Source: an optimization exercise on an open RTL-to-GDS flow (aim: small area, a short achievable clock period and few clock cycles per item). Production flows keep margins and buffers that such runs may drop. The RTL was checked by simulation tests, not by an equivalence proof against the original design.

==> flow/design.v (outline; a module is shown in full before it is edited, if it fits) <==
// module nnMulInTree: 1515 lines
// module nnMulOutTree: 1221 lines
// module pwlActivation: 30 lines
// module nnDatapath: 199 lines
// module nnSequencer: 46 lines
// module nnRegisterFile: 72 lines
// module nnTop: 44 lines
module nnTop #(
    parameter int NumNeurons = 10
) (
    input  logic CLK,
    input  logic rst,
    input  logic write,
    input  logic read,
    input  nnPkg::addr_t address,
    input  nnPkg::fixed_t writedata,
    output nnPkg::fixed_t readdata
);
  // ...
==> flow/flow/run.sh <==
#!/bin/bash
set -euo pipefail
export BUFFER_PORTS_ARGS="-buffer_cell sky130_fd_sc_hd__buf_4"
export SETUP_SLACK_MARGIN=5.6
R=$PWD/orfs/results/$FLOW_PLATFORM/nnTop/base
bash standard.sh $R/1_2_yosys.v > synth.log 2>&1
cp $R/1_2_yosys.v netlist_synth.v
python3 flow/polarity.py netlist_synth.v netlist_polarity.v > polarity.log 2>&1
if bash flow/check_equiv.sh netlist_synth.v netlist_polarity.v > equiv.log 2>&1; then
  echo "equivalent: using the polarity netlist" >> polarity.log
  cp netlist_polarity.v $R/1_2_yosys.v
else
  echo "not shown equivalent: keeping the synthesis netlist" >> polarity.log
fi
bash standard.sh > standard.log 2>&1
==> flow/flow/check_equiv.sh <==
#!/bin/bash
# check_equiv.sh before.v after.v : combinational equivalence of two gate
# netlists with the same registers (ABC cec, registers paired by name).
# Exit status 0 only when ABC reports them equivalent.
set -uo pipefail
Y=${YOSYS_BIN:-$FLOW_HOME/../tools/install/yosys/bin}
LIB=$FLOW_HOME/platforms/sky130hd/lib/sky130_fd_sc_hd__tt_025C_1v80.lib
for n in before after; do
  f=$1; [ $n = after ] && f=$2
  cat > eq_$n.ys <<EOT
read_liberty -ignore_miss_func $LIB
read_verilog $f
hierarchy -top $FLOW_TOP
flatten
techmap
opt_clean
dffunmap
write_blif -gates eq_$n.blif
EOT
  $Y/yosys -q eq_$n.ys || exit 1
done
$Y/yosys-abc -c "cec -n eq_before.blif eq_after.blif" > eq_cec.log 2>&1
grep -q "Networks are equivalent" eq_cec.log
==> flow/flow/polarity.py <==
#!/usr/bin/env python3
"""Inverter-polarity clean-up of a Yosys gate netlist (sky130hd).

A full adder with every input inverted gives both outputs inverted, and XOR2
and XNOR2 differ only by an output inversion. Synthesis leaves many inverters
between full adders; this picks, for every full adder and XOR/XNOR gate,
whether to use it in inverted form so that fewer inverters are needed, then
rewrites the netlist: old inverters are dropped and one inverter is added for
each net that some load still needs inverted. Registers, ports and every other
cell are kept as they are. Usage: polarity.py netlist.v [out.v]
"""
import re
import sys
from collections import defaultdict

P = 'sky130_fd_sc_hd__'
OUT_PINS = {'X', 'Y', 'Q', 'Q_N', 'SUM', 'COUT', 'HI', 'LO'}


def fmt(n):
    # escaped identifiers end at white space
    return n + ' ' if n.startswith('\\') else n


def main():
    src = sys.argv[1]
    dst = sys.argv[2] if len(sys.argv) > 2 else src
    text = open(src).read()
    if re.search(r'^\s*assign\b', text, re.M) or len(re.findall(r'^\s*module\b', text, re.M)) != 1:
        # only plain one-module cell netlists are handled; leave others as they are
        if dst != src:
            open(dst, 'w').write(text)
        print('polarity: netlist not handled, left unchanged')
        return
    # cell instances: type name ( .pin(net), ... );
    inst_re = re.compile(r'^(\s*)(' + P + r'\w+)\s+(\S+)\s*\((.*?)\);\s*$', re.S | re.M)
    pin_re = re.compile(r'\.(\w+)\(([^()]*)\)')
    cells = []
    spans = []
    for mm in inst_re.finditer(text):
        typ, name, body = mm.group(2), mm.group(3), mm.group(4)
        pins = [(p, n.strip()) for p, n in pin_re.findall(body)]
        cells.append({'typ': typ, 'name': name, 'pins': pins})
        spans.append((mm.start(), mm.end()))
    # ports
    header = text[:spans[0][0]]
    outputs = set()
    for mm in re.finditer(r'^\s*output\s+(?:\[(\d+):(\d+)\]\s*)?(\S+?)\s*;', header, re.M):
        if mm.group(1) is not None:
            hi, lo = int(mm.group(1)), int(mm.group(2))
            for i in range(min(hi, lo), max(hi, lo) + 1):
                outputs.add(f'{mm.group(3)}[{i}]')
        outputs.add(mm.group(3))
    driver = {}
    for ci, c in enumerate(cells):
        for p, n in c['pins']:
            if p in OUT_PINS:
                driver[n] = (ci, p)

    def is_inv(c):
        return c['typ'].startswith(P + 'inv_')

    def kind(c):
        t = c['typ'][len(P):]
        if t.startswith('fa_'):
            return 'fa'
        if t.startswith('xor2_') or t.startswith('xnor2_'):
            return 'x'
        return None

    # root of a net through inverter chains: (root, parity)
    root_cache = {}

    def root(n):
        if n in root_cache:
            return root_cache[n]
        par = 0
        cur = n
        seen = 0
        while cur in driver and is_inv(cells[driver[cur][0]]) and seen < 50:
            c = cells[driver[cur][0]]
            cur = dict(c['pins'])['A']
            par ^= 1
            seen += 1
        root_cache[n] = (cur, par)
        return cur, par

    # loads: every input pin of a non-inverter cell, and output ports
    loads = defaultdict(list)   # root -> list of (ci, pin, parity)
    for ci, c in enumerate(cells):
        if is_inv(c):
            continue
        for p, n in c['pins']:
            if p in OUT_PINS or n.startswith("1'") or n == '':
                continue
            r, par = root(n)
            loads[r].append((ci, p, par))
    port_nets = set()
    for n in outputs:
        if n in driver or n in root_cache or True:
            r, par = root(n)
            if n in driver:
                loads[r].append((-1, n, par))
                port_nets.add(r)
    # which inverter outputs are outputs ports themselves: keep those inverters
    keep_inv_outputs = set(n for n in outputs if n in driver and is_inv(cells[driver[n][0]]))

    flip = [0] * len(cells)
    flippable = [False] * len(cells)
    for ci, c in enumerate(cells):
        k = kind(c)
        if k:
            outs = [n for p, n in c['pins'] if p in OUT_PINS]
            if not any(n in port_nets or n in outputs for n in outs):
                flippable[ci] = True

    def g(ci, pin):
        # load expects inverted input: only full adders flip their inputs
        if ci < 0:
            return 0
        return flip[ci] if kind(cells[ci]) == 'fa' else 0

    def fdrv(r):
        if r in driver:
            return flip[driver[r][0]]
        return 0

    def cost_root(r):
        fd = fdrv(r)
        for ci, pin, par in loads.get(r, ()):
            if par ^ g(ci, pin) ^ fd:
                return 1
        return 0

    # roots touched by a cell
    touch = []
    for ci, c in enumerate(cells):
        rs = set()
        if flippable[ci]:
            for p, n in c['pins']:
                if n.startswith("1'"):
                    continue
                if p in OUT_PINS:
                    rs.add(n)
                elif kind(c) == 'fa':
                    rs.add(root(n)[0])
        touch.append(rs)

    before = sum(cost_root(r) for r in loads)
    # simulated annealing over the flips, then a greedy finish; fixed seed
    import random
    import math
    rng = random.Random(1)
    cand = [ci for ci in range(len(cells)) if flippable[ci]]
    cur = before
    best = cur
    best_flip = list(flip)
    steps = 400 * len(cand)
    for step in range(steps):
        temp = 0.6 * (1 - step / steps) + 0.01
        ci = cand[rng.randrange(len(cand))]
        rs = touch[ci]
        old = sum(cost_root(r) for r in rs)
        flip[ci] ^= 1
        new = sum(cost_root(r) for r in rs)
        d = new - old
        if d <= 0 or rng.random() < math.exp(-d / temp):
            cur += d
            if cur < best:
                best = cur
                best_flip = list(flip)
        else:
            flip[ci] ^= 1
    flip[:] = best_flip
    improved = True
    while improved:
        improved = False
        for ci in cand:
            rs = touch[ci]
            old = sum(cost_root(r) for r in rs)
            flip[ci] ^= 1
            if sum(cost_root(r) for r in rs) < old:
                improved = True
            else:
                flip[ci] ^= 1
    after = sum(cost_root(r) for r in loads)
    n_inv_old = sum(1 for c in cells if is_inv(c))

    # rewrite
    inv_net = {}
    new_cells_text = []
    counter = [0]

    def inv_of(r):
        if r not in inv_net:
            counter[0] += 1
            nm = f'_pol{counter[0]}_'
            inv_net[r] = nm
        return inv_net[r]

    def pin_net(ci, pin, n):
        if n.startswith("1'") or n == '':
            return n
        r, par = root(n)
        if par ^ g(ci, pin) ^ fdrv(r):
            return inv_of(r)
        return r

    out_lines = []
    last = 0
    for ci, (c, (s, e)) in enumerate(zip(cells, spans)):
        out_lines.append(text[last:s])
        last = e
        if is_inv(c):
            y = dict(c['pins'])['Y']
            if y in keep_inv_outputs:
                # an output port driven by an inverter: drive it from the root
                r, par = root(y)
                src_net = r if (par ^ fdrv(r)) == 0 else None
                if par ^ fdrv(r):
                    out_lines.append(f'  {P}inv_2 {c["name"]} (\n    .A({fmt(r)}),\n    .Y({fmt(y)})\n  );')
                else:
                    out_lines.append(f'  {P}buf_2 {c["name"]} (\n    .A({fmt(r)}),\n    .X({fmt(y)})\n  );')
            continue
        typ = c['typ']
        if kind(c) == 'x' and flip[ci]:
            typ = typ.replace('xnor2_', 'XOR2TMP_').replace('xor2_', 'xnor2_').replace('XOR2TMP_', 'xor2_')
        pins = []
        swapped = kind(c) == 'x' and flip[ci]
        for p, n in c['pins']:
            if p in OUT_PINS:
                if swapped:
                    # xor2 drives X, xnor2 drives Y
                    p = 'Y' if p == 'X' else 'X'
                pins.append((p, n))
            else:
                pins.append((p, pin_net(ci, p, n)))
        body = ',\n'.join(f'    .{p}({fmt(n)})' for p, n in pins)
        out_lines.append(f'  {typ} {c["name"]} (\n{body}\n  );')
    # output ports driven by non-inverter cells whose driver got flipped are
    # never flipped (flippable excludes them); ports behind inverters handled above
    tail = text[last:]
    decl = []
    for r, nm in inv_net.items():
        decl.append(f'  wire {nm};')
        decl.append(f'  {P}inv_1 {nm}inv (\n    .A({fmt(r)}),\n    .Y({nm})\n  );')
    # place new wires and inverters before endmodule
    idx = tail.rfind('endmodule')
    tail = tail[:idx] + '\n'.join(decl) + '\n' + tail[idx:]
    open(dst, 'w').write(''.join(out_lines) + tail)
    flips = sum(flip)
    print(f'polarity: {n_inv_old} inverters before, {len(inv_net)} after '
          f'(nets needing one: {before} -> {after}); {flips} cells flipped')


if __name__ == '__main__':
    main()
==> flow/standard.sh <==
#!/bin/bash
# synth_recipe.tcl (not shown) runs the flow's synth.tcl, then flattens the netlist and writes it again
# the make line also repeats each setting of config.mk as NAME=value (left out here)
make -C /OpenROAD-flow-scripts/flow DESIGN_CONFIG=/design/flow/config.mk WORK_HOME=/design/flow/orfs CLKGATE_MAP_FILE= SYNTH_SCRIPT=/design/flow/synth_recipe.tcl "${@:-finish}"
==> flow/config.mk <==
export PLATFORM = sky130hd
export DESIGN_NAME = nnTop
export DESIGN_NICKNAME = nnTop
export VERILOG_FILES = /design/flow/design.v
export SDC_FILE = /design/flow/constraint.sdc
export NUM_CORES = 4
export LEC_CHECK = 0
export CAP_MARGIN = 20
export CORE_MARGIN = 2
export CORE_UTILIZATION = 55
export SLEW_MARGIN = 20
==> flow/constraint.sdc <==
create_clock -name core_clock -period 12.5 [get_ports {CLK}]
set_input_delay 2.5000 -clock core_clock [delete_from_list [all_inputs] [get_ports {CLK}]]
set_output_delay 2.5000 -clock core_clock [all_outputs]
set_load 0.01 [all_outputs]
==> run notes, run 1 <==
clock root cell - clkbuf_16
fin. max-slew vios - 0
GR Util met1 - 0.555
Non-CTS buffers - 399
WP depth - 11
critical path arrival - 4.65 ns
vias in the first global route - 68580
initial core utilization - 0.555
RSZ-0062 raised after global routing - yes
CP dominant cell by count - buf_12
Hold Path Sink - seq_i.done
Inverters excl. clock - 197
clk sink count - 972
area of the multi-input gates - 0.0537 mm²
clock-pin slew of the registers on the worst-case setup and hold paths - 0.06 ns
drt pass-1 iters - 7
Layout Cells excl Fill - 9139
status - finished clean
CTS tree - done
Hold Startpoint - seq_i.done
Detailed Route Iter0 Violations - 9973
crit path launch type - input pin
Final Util - 0.618
CTS Buf Count - 104
fraction of area in multi-input gates - 0.586
Bufs and invs on worst path - 5
metal2 WL - 138000 µm
Die Area - 0.152 mm²
Die Wd - 390 µm
vias per cell - 7.40
GP Congestion - 0.965
Final TNS setup - 0 ns
Testbench counts, summed over its fixed seeds: cycles 7,168, evals 512.
==> run 2, diff against run 1 <==
--- a/flow/flow/run.sh
+++ b/flow/flow/run.sh
@@ -1,6 +1,16 @@
 #!/bin/bash
+# The standard layout (standard.sh) with these changes:
+#  - after the standard synthesis, flow/polarity.py moves inverters between
+#    full adders into the adders' polarity (a full adder with all inputs
+#    inverted has both outputs inverted), which drops most of them; ABC's
+#    combinational equivalence check must pass or the netlist stays as it was;
+#  - port buffers are buf_4 rather than the default pick;
+#  - clock tree leaves take larger clusters of registers, with no dummy
+#    loads.
+# Each tool writes its full output to a log file here.
 set -euo pipefail
 export BUFFER_PORTS_ARGS="-buffer_cell sky130_fd_sc_hd__buf_4"
-export SETUP_SLACK_MARGIN=5.6
+export SETUP_SLACK_MARGIN=5.3
+export CTS_ARGS="-sink_clustering_enable -repair_clock_nets -sink_clustering_size 16 -sink_clustering_max_diameter 200 -dont_use_dummy_load"
 R=$PWD/orfs/results/$FLOW_PLATFORM/nnTop/base
 bash standard.sh $R/1_2_yosys.v > synth.log 2>&1
--- a/flow/config.mk
+++ b/flow/config.mk
@@ -8,4 +8,4 @@
 export CAP_MARGIN = 20
 export CORE_MARGIN = 2
-export CORE_UTILIZATION = 55
+export CORE_UTILIZATION = 45
 export SLEW_MARGIN = 20
==> run 2 against run 1 <==
Still clean. Register-to-register slack worse by 0.23 ns. Via count decreased by 1.9%. Routed wire length down 1.9%. Worst setup slack worse by 0.15 ns. Clock skew decreased by 0.024 ns. First-iteration DRC count is 0.52% lower. Critical endpoint is now readdata[1].
==> run notes, run 2 <==
Critical Path Fanout Max - 23
Max-cap violations - 0
Final TNS setup - 0 ns (unchanged)
gate count after technology mapping - 7352
fin nets - 8251
H-tree level count - 3
number of cells on the worst reg-to-reg path - 22
critical path class - in2out
WP data required - 10.00 ns
initial antenna violation count - 8
clock root cell - clkbuf_16
Detailed Route Iter0 Violations - 9921 (-0.52%)
area of the multi-input gates - 0.0530 mm² (-1.3%)
Most Used Layer, Global Route - met2
Die Area - 0.186 mm² (+22%)
GR Util met1 - 0.445 (-0.110)
FMAX - 137 MHz
Hold Vio Cnt, Final - 0
status - finished clean
worst skew pair latency - 0.71 ns
post-place setup slack - 4.20 ns
DRC viols - 0
first-pass GRT wire length - 463000 µm
critical path arrival - 4.80 ns (+0.15 ns)
vias per cell - 7.04 (-4.8%)
gr ovfl total - 0
Wirelength per Cell - 34.0 µm
Die Wd - 431 µm (+10%)
most frequent cells in the layout - a22oi_1, xnor2_1, fa_1, edfxtp_1, ha_1
Die Y - 431 µm
Worst path slowest cell - a211oi_2
crit path cell chain - buf_6 > nand2b_4 > nor3_2 > buf_8 > buf_16 > a22o_1 > a221oi_1 > a31oi_1 > a211oi_2 > nand3_1 > buf_4
final setup margin - 5.20 ns
crit path launch type - input pin
worst hold path class - reg2reg
syn nets - 8559
r2r setup slk - 5.52 ns
Worst R2R Start - datapath_i.pCR[18]
initial core utilization - 0.453 (-0.101)
fin. max-slew vios - 0 (unchanged)
Setup Skew - 0.100 ns
GR met3 Demand/Resource - 0.102
hold buffer count at CTS - 0
Slowest Stage Delay on Critical Path - 0.42 ns
M2 GR Usage - 0.497
Area Overhead vs Synth - 7.67%
I/O Pins - 77
vias - 66304
Tmin final - 7.30 ns
Hold Path Sink - seq_i.done
CP Capture Type - output port
largest net degree at the start of global routing - 59
layout cells sized above 1 - 0.0977
Final Util - 0.488 (-0.130)
Core Area - 0.181 mm²
largest registers - regFile_i.weightIn: 320 flops, regFile_i.weightOut: 320 flops
Layout Cells excl Fill - 9414 (+3.0%)
worst slew pin tran - 1.18 ns
fin crit share - 0.584
Hold Startpoint - seq_i.phase[11]
Post-Route WL - 320000 µm
commonest non-fill, non-tap cell in the layout - a22oi_1
drt pass-1 iters - 7 (unchanged)
Max transition margin - 0.214
# port buffers - 76
post-route ant nets - 0
CTS Buf Count - 70 (-33%)
Filler cells - 16154
RSZ-0062 raised after global routing - yes
Ys Warns - 4
GRT Total Usage - 0.336
clk sink count - 972 (unchanged)
Placed Instances - 9294
clock buffer depth - 3
HPWL Detailed - 199000 µm
clock-pin slew of the registers on the worst-case setup and hold paths - 0.07 ns (about the same)
Finish-stage setup viols - 0
vias in the first global route - 67458 (-1.6%)
Critical R2R Capture - datapath_i.hTwo[12]
worst hold stages - 1
Reg area - 0.0266 mm²
Cell Rows - 156
GP Congestion - 0.978 (+1.4%)
Avg Cell Area, Syn - 11.2 µm²
post-synthesis cell area - 0.0821 mm²
CTS tree - done
-- run 2: worst max path at each step --
stage	end	slack, ns	start
floorplan	readdata[3]	5.63	address[7]
global placement	readdata[10]	4.26	address[3]
detailed placement	readdata[18]	4.20	address[3]
CTS	readdata[14]	5.26	address[3]
global route	datapath_i.hTwo[12]	5.17	datapath_i.pCR[18]
finish	readdata[1]	5.20	address[2]
-- run 2: what timing repair did --
action / 4_1_cts / 5_1_grt
pin swaps: 32 / 32
buffers inserted: 16 / 12
setup endpoints to repair: 32 / 36
gates cloned: 14 / 6
resized for setup: 147 / 77
-- run 2: metal layers --
metal | vias to the layer above | share of wire
met5 | - | 0.00028
met2 | 5224 | 0.43
met1 | 33205 | 0.37
li1 | 26678 | -
met3 | 1186 | 0.14
met4 | 11 | 0.060
-- run 2: layout make-up --
type | instances | area share
Sequential cell | 972 | 0.300
Timing Repair Buffer | 358 | 0.0389
Multi-Input combinational cell | 5445 | 0.599
Tap cell | 2370 | 0.0335
Inverter | 197 | 0.00836
Antenna cell | 2 | 0.0000566
Clock buffer | 70 | 0.0198
-- run 2: worst max-delay path: cells and delay by family --
family / cells / cell delay [ns]
and+or+nand+nor: 3 / 0.43
AOI/OAI and AO/OA: 4 / 1.04
buffers and inverters: 4 / 0.78
-- run 2: stage by stage --
step | cell area, µm² | hold slack, ns
2_1_floorplan | 82100 | 0.428
3_3_place_gp | 84900 | 0.435
3_5_place_dp | 84900 | 0.448
4_1_cts | 87800 | 0.465
5_1_grt | 88400 | 0.484
6_report | 88400 | 0.469
==> run 3, diff against run 2 <==
--- a/flow/config.mk
+++ b/flow/config.mk
@@ -9,3 +9,4 @@
 export CORE_MARGIN = 2
 export CORE_UTILIZATION = 45
+export PLACE_DENSITY = 0.75
 export SLEW_MARGIN = 20
==> run 3 against run 2 <==
Clock skew is 0.012 ns lower. Critical path depth stayed put. Core utilization is 0.29 points lower. Design area is 0.59% lower. Routed wire length is 5.3% lower. Global-route usage is 2.1 points lower. Critical endpoint is now readdata[30]. Count of clock-buffer cells in the layout stayed put. Final cell count is 0.36% lower. First-iteration DRC count is 14% higher. Worst setup slack worse by 0.021 ns. Area after synthesis stayed put. Still clean on timing, DRC and antenna.
==> run notes, run 3 <==
Hold Startpoint - seq_i.phase[11]
Ys Warns - 4 (unchanged)
Worst path slowest cell - a211oi_2
CP dominant cell by count - buf_12
Final Util - 0.485 (-0.00287)
DRC viols - 0 (unchanged)
drt pass-1 iters - 13 (+6)
post-route ant nets - 0 (unchanged)
fin crit share - 0.586 (+0.00167)
clock buffer depth - 3 (unchanged)
initial core utilization - 0.453 (unchanged)
vias per cell - 7.24 (+2.8%)
Critical R2R Capture - datapath_i.hTwo[11]
CTS tree - done
Setup Skew - 0.0879 ns (-0.0123 ns)
hold buffer count at CTS - 0 (unchanged)
clock root cell - clkbuf_16
CTS Buf Count - 70 (unchanged)
Filler cells - 15681 (-2.9%)
Die Wd - 431 µm (unchanged)
worst skew pair latency - 0.71 ns (about the same)
GRT Total Usage - 0.315 (-0.0207)
post-synthesis cell area - 0.0821 mm² (unchanged)
Finish-stage setup viols - 0 (unchanged)
cell family with most CP delay - compound AO/OA/AOI/OAI gates
critical path arrival - 4.82 ns (+0.02 ns)
CP Capture Type - output port
most frequent cells in the layout - a22oi_1, xnor2_1, fa_1, edfxtp_1, ha_1
vias - 67917 (+2.4%)
Core Area - 0.181 mm² (unchanged)
Hold Vio Cnt, Final - 0 (unchanged)
largest registers - regFile_i.weightIn: 320 flops, regFile_i.weightOut: 320 flops
fin nets - 8210 (-0.50%)
largest net degree at the start of global routing - 67 (+14%)
Die Y - 431 µm (unchanged)
HPWL Detailed - 188000 µm (-5.2%)
Final TNS setup - 0 ns (unchanged)
Worst R2R Start - datapath_i.pCR[18]
RSZ-0062 raised after global routing - yes
clock-pin slew of the registers on the worst-case setup and hold paths - 0.07 ns (about the same)
initial antenna violation count - 11 (+3)
Die Area - 0.186 mm² (unchanged)
syn nets - 8559 (unchanged)
H-tree level count - 3 (unchanged)
gr ovfl total - 0 (unchanged)
Cell Rows - 156 (unchanged)
vias in the first global route - 69448 (+2.9%)
CP endpoint - readdata[30]
worst slew pin tran - 1.20 ns (+0.0228 ns)
Max transition margin - 0.199 (-0.0152)
layout cells sized above 1 - 0.0924 (-0.00528)
clk sink count - 972 (unchanged)
gate count after technology mapping - 7352 (unchanged)
first-pass GRT wire length - 444000 µm (-4.1%)
Post-Route WL - 303000 µm (-5.3%)
Detailed Route Iter0 Violations - 11261 (+14%)
status - finished clean
Area Overhead vs Synth - 7.04%
Critical Path Fanout Max - 66 (+190%)
Wirelength per Cell - 32.3 µm (-5.0%)
number of cells on the worst reg-to-reg path - 21 (-4.5%)
crit path cell chain - buf_6 > nand2b_4 > buf_12 > nor2_4 > buf_12 > a22o_1 > a221oi_2 > a31oi_1 > a211oi_2 > o21ai_0 > buf_4
# port buffers - 76 (unchanged)
I/O Pins - 77 (unchanged)
FMAX - 137 MHz (-0.28%)
r2r setup slk - 5.66 ns (+0.14 ns)
Slowest Stage Delay on Critical Path - 0.44 ns (+0.02 ns)
Tmin final - 7.32 ns (+0.0209 ns)
WP data required - 10.00 ns (about the same)
crit path launch type - input pin
Bufs and invs on worst path - 4 (unchanged)
fin. max-slew vios - 0 (unchanged)
worst hold path class - reg2reg
WP depth - 11 (unchanged)
critical path class - in2out
Avg Cell Area, Syn - 11.2 µm² (unchanged)
Max-cap violations - 0 (unchanged)
GP Congestion - 0.998 (+2.0%)
commonest non-fill, non-tap cell in the layout - a22oi_1
Crit. Startpoint - address[3]
==> run 3: final cells by class <==
type / instances / area [µm²] / share of cell area
clock buffers: 70 / 1750 / 0.0199
diodes: 9 / 22.5 / 0.000256
multi-input cells: 5445 / 52900 / 0.602
flip-flops and latches: 972 / 26600 / 0.302
repair buffers: 317 / 2970 / 0.0338
inverters: 197 / 739 / 0.00841
well taps: 2370 / 2970 / 0.0337
==> run 3: through the flow <==
| stage | area (µm²) | hold WS (ns) | std cells | setup slack, ns |
|---|---|---|---|---|
| 3_5_place_dp | 84700 | 0.441 | 9268 | 4.29 |
| 6_report | 87900 | 0.454 | 9380 | 5.18 |
| 5_1_grt | 87900 | 0.473 | 9372 | 5.25 |
| 4_1_cts | 87200 | 0.447 | 9356 | 5.26 |
| 2_1_floorplan | 82100 | 0.428 | 7352 | 5.63 |
| 3_3_place_gp | 84600 | 0.437 | 9266 | 4.34 |
==> run 3: how the worst min path moves through the flow <==
stage                       endpoint  slack [ns]  depth (start not counted)
final                     seq_i.done        0.45                          1
after global routing      seq_i.done        0.47                          1
after CTS                 seq_i.done        0.45                          1
after detailed placement  seq_i.done        0.44                          1
after global placement    seq_i.done        0.44                          1
after floorplan           seq_i.done        0.43                          1
==> run 3: what timing repair did <==
action / CTS / global route
gates resized for setup: 93 / 105
pin swaps: 16 / 32
setup buffers: 7 / 7
gates cloned: 11 / 6
endpoints found under the setup margin: 32 / 37
==> run 3: worst register-to-register path: stages (launching register included) <==
cell	delay, ns
dfxtp_1	0.32
ha_1	0.40
a21o_1	0.31
a311o_1	0.40
a21oi_1	0.26
o211ai_1	0.34
a221oi_1	0.44
xor2_1	0.50
inv_1	0.26
ha_1	0.36
ha_1	0.38
a21oi_1	0.33
o21ai_0	0.21
a31oi_1	0.25
o22ai_1	0.15
a311oi_2	0.53
nor3_1	0.10
o21ai_0	0.22
o221ai_1	0.14
a31o_2	0.29
or3_1	0.37
a21oi_1	0.15
==> run 3: layer usage <==
layer | up-vias | wire length [µm] | track usage
li1 | 26591 | - | -
met3 | 1803 | 49500 | 0.124
met1 | 32868 | 101000 | 0.382
met4 | 10 | 24000 | 0.198
met5 | - | 317 | 0.0109
met2 | 6645 | 128000 | 0.468
==> run 4, diff against run 3 <==
--- a/flow/flow/run.sh
+++ b/flow/flow/run.sh
@@ -11,5 +11,5 @@
 set -euo pipefail
 export BUFFER_PORTS_ARGS="-buffer_cell sky130_fd_sc_hd__buf_4"
-export SETUP_SLACK_MARGIN=5.3
+export SETUP_SLACK_MARGIN=5.5
 export CTS_ARGS="-sink_clustering_enable -repair_clock_nets -sink_clustering_size 16 -sink_clustering_max_diameter 200 -dont_use_dummy_load"
 R=$PWD/orfs/results/$FLOW_PLATFORM/nnTop/base
--- a/flow/config.mk
+++ b/flow/config.mk
@@ -8,5 +8,4 @@
 export CAP_MARGIN = 20
 export CORE_MARGIN = 2
-export CORE_UTILIZATION = 45
-export PLACE_DENSITY = 0.75
+export CORE_UTILIZATION = 50
 export SLEW_MARGIN = 20
==> run 4 against run 3 <==
Still clean. Flip-flop and latch count unchanged. Sequential share of layout area decreased by 0.51 points. Count of clock-buffer cells in the layout increased by 1. Core utilization increased by 6.4 points. Clock skew increased by 0.076 ns. Worst hold slack improved by 0.048 ns. Highest routed layer unchanged.
==> run notes, run 4 <==
Die Y - 409 µm (-5.1%)
Die Area - 0.168 mm² (-9.9%)
fin. max-slew vios - 0 (unchanged)
vias in the first global route - 67360 (-3.0%)
hold buffer count at CTS - 0 (unchanged)
Critical Path Fanout Max - 47 (-29%)
worst slew pin tran - 1.26 ns (+0.0587 ns)
Detailed Route Iter0 Violations - 9838 (-13%)
first-pass GRT wire length - 468000 µm (+5.5%)
initial antenna violation count - 11 (unchanged)
GRT Total Usage - 0.379 (+0.0633)
clock-pin slew of the registers on the worst-case setup and hold paths - 0.07 ns (about the same)
syn nets - 8559 (unchanged)
Hold Vio Cnt, Final - 0 (unchanged)
status - finished clean
fin crit share - 0.576 (-0.00991)
critical path arrival - 4.70 ns (-0.12 ns)
vias per cell - 7.23 (-0.11%)
clock buffer depth - 3 (unchanged)
most frequent cells in the layout - a22oi_1, xnor2_1, fa_1, edfxtp_1, ha_1
Layout Cells excl Fill - 9263 (-1.2%)
Area after DPL - 0.0845 mm² (-0.24%)
Wirelength per Cell - 35.1 µm (+8.7%)
# port buffers - 76 (unchanged)
Area Overhead vs Synth - 8.93%
Final Util - 0.549 (+0.0637)
Post-Route WL - 325000 µm (+7.4%)
Die Wd - 409 µm (-5.1%)
Max-cap violations - 0 (unchanged)
largest net degree at the start of global routing - 60 (-10%)
Core Area - 0.163 mm² (-10%)
commonest non-fill, non-tap cell in the layout - a22oi_1
H-tree level count - 3 (unchanged)
CP Capture Type - output port
I/O Pins - 77 (unchanged)
layout cells sized above 1 - 0.113 (+0.0203)
Ys Warns - 4 (unchanged)
initial core utilization - 0.504 (+0.0506)
HPWL Detailed - 196000 µm (+4.0%)
fin nets - 8286 (+0.93%)
Max transition margin - 0.159 (-0.0392)
largest registers - regFile_i.weightIn: 320 flops, regFile_i.weightOut: 320 flops
Tmin final - 7.20 ns (-0.124 ns)
post-route ant nets - 0 (unchanged)
crit path launch type - input pin
GP Congestion - 0.954 (-4.4%)
critical path class - in2out
WP data required - 10.00 ns (about the same)
FMAX - 139 MHz (+1.7%)
clock root cell - clkbuf_16
worst skew pair latency - 0.72 ns (about the same)
Filler cells - 13997 (-11%)
design area - 0.0895 mm² (+1.8%)
Setup Skew - 0.164 ns (+0.0759 ns)
clk sink count - 972 (unchanged)
CTS Buf Count - 71 (+1.4%)
Avg Cell Area, Syn - 11.2 µm² (unchanged)
DRC viols - 0 (unchanged)
gate count after technology mapping - 7352 (unchanged)
drt pass-1 iters - 7 (-6)
Cell Rows - 148 (-5.1%)
worst hold path class - reg2reg
gr ovfl total - 0 (unchanged)
vias - 66995 (-1.4%)
Finish-stage setup viols - 0 (unchanged)
Final TNS setup - 0 ns (unchanged)
Placed Instances - 9072 (-2.1%)
RSZ-0062 raised after global routing - yes
post-synthesis cell area - 0.0821 mm² (unchanged)
CTS tree - done
run 4: cell count changes in the layout (fill, tap and decap cells not counted), sizes merged:
cell    previous run  this run
or2               11        12
bufbuf             4        16
nor2             181       183
buf              308       369
diode              9        11
run 4: worst max-delay path, cell delays in order:
cell	delay [ns]
buf_12	0.11
nand2b_4	0.20
nor3_4	0.07
buf_12	0.19
a22o_1	0.35
a221oi_4	0.27
a31oi_4	0.17
a211o_1	0.31
a211o_1	0.28
buf_6	0.14
run 4: worst paths after layout:
check	start	cells past startpoint	slack (ns)	end
worst max register to register	datapath_i.pCR[18]	21	5.69	datapath_i.hTwo[11]
worst min-delay path	seq_i.done	1	0.50	seq_i.done
worst max-delay path	address[1]	10	5.30	readdata[8]
worst min register to register	seq_i.done	1	0.50	seq_i.done
run 4: timing repair:
| action | 4_1_cts | 5_1_grt |
|---|---|---|
| buffers inserted | 48 | 23 |
| setup endpoints to repair | 33 | 46 |
| pin swaps | 84 | 53 |
| gates cloned | 32 | 4 |
| resized for setup | 233 | 74 |
run 4: area by class of cell:
class	count	area (µm²)	share of cell area
multi-input cells	5448	53500	0.598
flip-flops and latches	972	26600	0.297
repair buffers	389	4140	0.0463
inverters	197	742	0.00829
well taps	2175	2720	0.0304
diodes	11	27.5	0.000308
clock buffers	71	1780	0.0199
run 4: stage by stage:
step	hold slack [ns]	setup slack [ns]
finish	0.502	5.30
global route	0.522	5.31
CTS	0.499	5.41
detailed placement	0.481	4.17
global placement	0.474	4.26
floorplan	0.428	5.63
run 4: metal layers:
metal | share of wire | wire [µm] | global-route usage
met5 | 0.000083 | 27 | 0.00115
met1 | 0.37 | 121000 | 0.502
met2 | 0.42 | 138000 | 0.552
met4 | 0.058 | 18800 | 0.183
met3 | 0.15 | 47300 | 0.132
==> run 5, diff against run 4 <==
--- a/flow/config.mk
+++ b/flow/config.mk
@@ -9,3 +9,4 @@
 export CORE_MARGIN = 2
 export CORE_UTILIZATION = 50
+export PLACE_DENSITY = 0.7
 export SLEW_MARGIN = 20
==> run 5 against run 4 <==
Still clean on timing, DRC and antenna. Register-to-register slack worse by 0.09 ns. Worst hold slack improved by 0.0034 ns. Via count is 2.5% higher. Routed wire length is 3.2% lower. Synthesized cell count unchanged. Critical path depth is 1 higher. Sequential share of layout area fell by 0.073 points. Flip-flop and latch count unchanged. Final cell count increased by 0.18%. Die area unchanged. First-iteration DRC count is 12% higher. Largest cell class unchanged. Highest routed layer unchanged.
==> run notes, run 5 <==
crit path launch type - input pin
drt pass-1 iters - 12 (+5)
Max-cap violations - 0 (unchanged)
worst skew pair latency - 0.69 ns (-0.03 ns)
H-tree level count - 3 (unchanged)
largest registers - regFile_i.weightIn: 320 flops, regFile_i.weightOut: 320 flops
Reg area - 0.0266 mm² (about the same)
gr ovfl total - 0 (unchanged)
vias per cell - 7.40 (+2.3%)
WP data required - 10.00 ns (about the same)
HPWL Detailed - 187000 µm (-4.4%)
worst hold path class - reg2reg
Hold Vio Cnt, Final - 0 (unchanged)
I/O Pins - 77 (unchanged)
Avg Cell Area, Syn - 11.2 µm² (unchanged)
Core Area - 0.163 mm² (unchanged)
Max transition margin - 0.165 (+0.00580)
GRT Total Usage - 0.361 (-0.0176)
CP dominant cell by count - buf_4
FMAX - 138 MHz (-0.70%)
Tmin final - 7.25 ns (+0.0507 ns)
Wirelength per Cell - 33.9 µm (-3.4%)
syn nets - 8559 (unchanged)
fin. max-slew vios - 0 (unchanged)
Die Y - 409 µm (unchanged)
initial antenna violation count - 7 (-4)
Die Area - 0.168 mm² (unchanged)
Final Util - 0.550 (+0.000906)
vias - 68674 (+2.5%)
DRC viols - 0 (unchanged)
Area after DPL - 0.0845 mm² (about the same)
Post-Route WL - 315000 µm (-3.2%)
worst slew pin tran - 1.25 ns (-0.0129 ns)
Finish-stage setup viols - 0 (unchanged)
crit path cell chain - buf_12 > nand2b_4 > buf_4 > nor2_4 > buf_6 > a221oi_2 > a31oi_1 > a221o_1 > nor3_1 > o21ai_1 > buf_4
post-route ant nets - 0 (unchanged)
Worst path slowest cell - buf_6
clock root cell - clkbuf_16
commonest non-fill, non-tap cell in the layout - a22oi_1
Setup Skew - 0.0840 ns (-0.0797 ns)
fin nets - 8309 (+0.28%)
initial core utilization - 0.504 (unchanged)
vias in the first global route - 69586 (+3.3%)
first-pass GRT wire length - 455000 µm (-2.8%)
Final TNS setup - 0 ns (unchanged)
GP Congestion - 0.946 (-0.83%)
Critical Path Fanout Max - 24 (-49%)
largest net degree at the start of global routing - 60 (unchanged)
CTS tree - done
most frequent cells in the layout - a22oi_1, xnor2_1, fa_1, edfxtp_1, ha_1
RSZ-0062 raised after global routing - yes
clock buffer depth - 3 (unchanged)
Bufs and invs on worst path - 4 (+1)
design area - 0.0896 mm² (+0.16%)
gate count after technology mapping - 7352 (unchanged)
fin crit share - 0.580 (+0.00405)
cell family with most CP delay - buffers and inverters
hold buffer count at CTS - 0 (unchanged)
layout cells sized above 1 - 0.113 (-0.000224)
area of the multi-input gates - 0.0535 mm² (about the same)
Detailed Route Iter0 Violations - 11054 (+12%)
Slowest Stage Delay on Critical Path - 0.43 ns (+0.08 ns)
Die Wd - 409 µm (unchanged)
final setup margin - 5.25 ns (-0.0507 ns)
post-synthesis cell area - 0.0821 mm² (unchanged)
clk sink count - 972 (unchanged)
CTS Buf Count - 70 (-1.4%)
CP Capture Type - output port
critical path arrival - 4.75 ns (+0.05 ns)
clock-pin slew of the registers on the worst-case setup and hold paths - 0.07 ns (about the same)
Area Overhead vs Synth - 9.11%
status - finished clean
Filler cells - 13527 (-3.4%)
post-place setup slack - 4.28 ns (+0.107 ns)
# port buffers - 76 (unchanged)
Cell Rows - 148 (unchanged)
Ys Warns - 4 (unchanged)
critical path class - in2out
## run 5: worst paths after layout
| check | end | from | cells past startpoint | slack [ns] |
|---|---|---|---|---|
| worst max register to register | datapath_i.hTwo[12] | datapath_i.pSR[18] | 20 | 5.60 |
| worst min register to register | seq_i.done | seq_i.phase[11] | 1 | 0.51 |
| worst max-delay path | readdata[0] | address[3] | 11 | 5.25 |
| worst min-delay path | seq_i.done | seq_i.phase[11] | 1 | 0.51 |
## run 5: through the flow
stage	hold slack, ns	cells
after global routing	0.504	9275
after floorplan	0.428	7352
after global placement	0.473	9079
after CTS	0.478	9226
after detailed placement	0.486	9080
final	0.505	9280
## run 5: routing by layer
| metal | global-route usage | routed length [µm] | up-vias | share of wire |
|---|---|---|---|---|
| met1 | 0.453 | 108000 | 33550 | 0.34 |
| met4 | 0.207 | 22500 | 12 | 0.072 |
| met2 | 0.525 | 132000 | 6691 | 0.42 |
| li1 | - | - | 26783 | - |
| met5 | 0.00718 | 551 | - | 0.0018 |
| met3 | 0.146 | 52300 | 1638 | 0.17 |
## run 5: final cells by class
| cell class | count | share of cell area |
|---|---|---|
| sequential | 972 | 0.296 |
| antenna | 5 | 0.000140 |
| multi-input combinational | 5445 | 0.597 |
| clock buffer | 70 | 0.0195 |
| timing repair buffer | 416 | 0.0481 |
| tap | 2175 | 0.0304 |
| inverter | 197 | 0.00825 |
## run 5: repair_timing
action,4_1_cts,5_1_grt
cloned,24,12
buffers inserted,52,37
pin swaps,82,75
hold endpoints to repair,0,0
gates resized for setup,217,108
setup endpoints to repair,32,39

## re-timing with driven ports
The results above use ideal ports. As a check the final layouts listed here were re-extracted and re-timed, cells and wires unchanged. Step 1 (the two cells are an assumption about what drives the block):
set clk [get_ports {CLK}]
set_driving_cell -lib_cell sky130_fd_sc_hd__clkbuf_16 $clk
set_driving_cell -lib_cell sky130_fd_sc_hd__buf_2 [delete_from_list [all_inputs] $clk]
Step 2 also shifts input and output timing later by t, the mid clock arrival at the registers, as if the neighbouring blocks saw the same clock. Slacks: ideal ports / drivers / drivers and shift; pairs: ideal ports / drivers.
run	t (ns)	setup WS [ns]	worst slew at a driven data input, ns
run 1	0.838	5.350 / 5.285 / 5.223	0.11
run 2	0.730	5.200 / 5.115 / 5.115	0.10
run 3	0.736	5.179 / 5.068 / 5.068	0.11
run 4	0.717	5.303 / 5.231 / 5.208	0.07
run 5	0.732	5.252 / 5.206 / 5.206	0.09
After both steps every run listed still meets setup and hold. For run 1, which loses most, drivers alone change the setup slack by -0.065 ns; drivers and shift together by -0.127 ns.
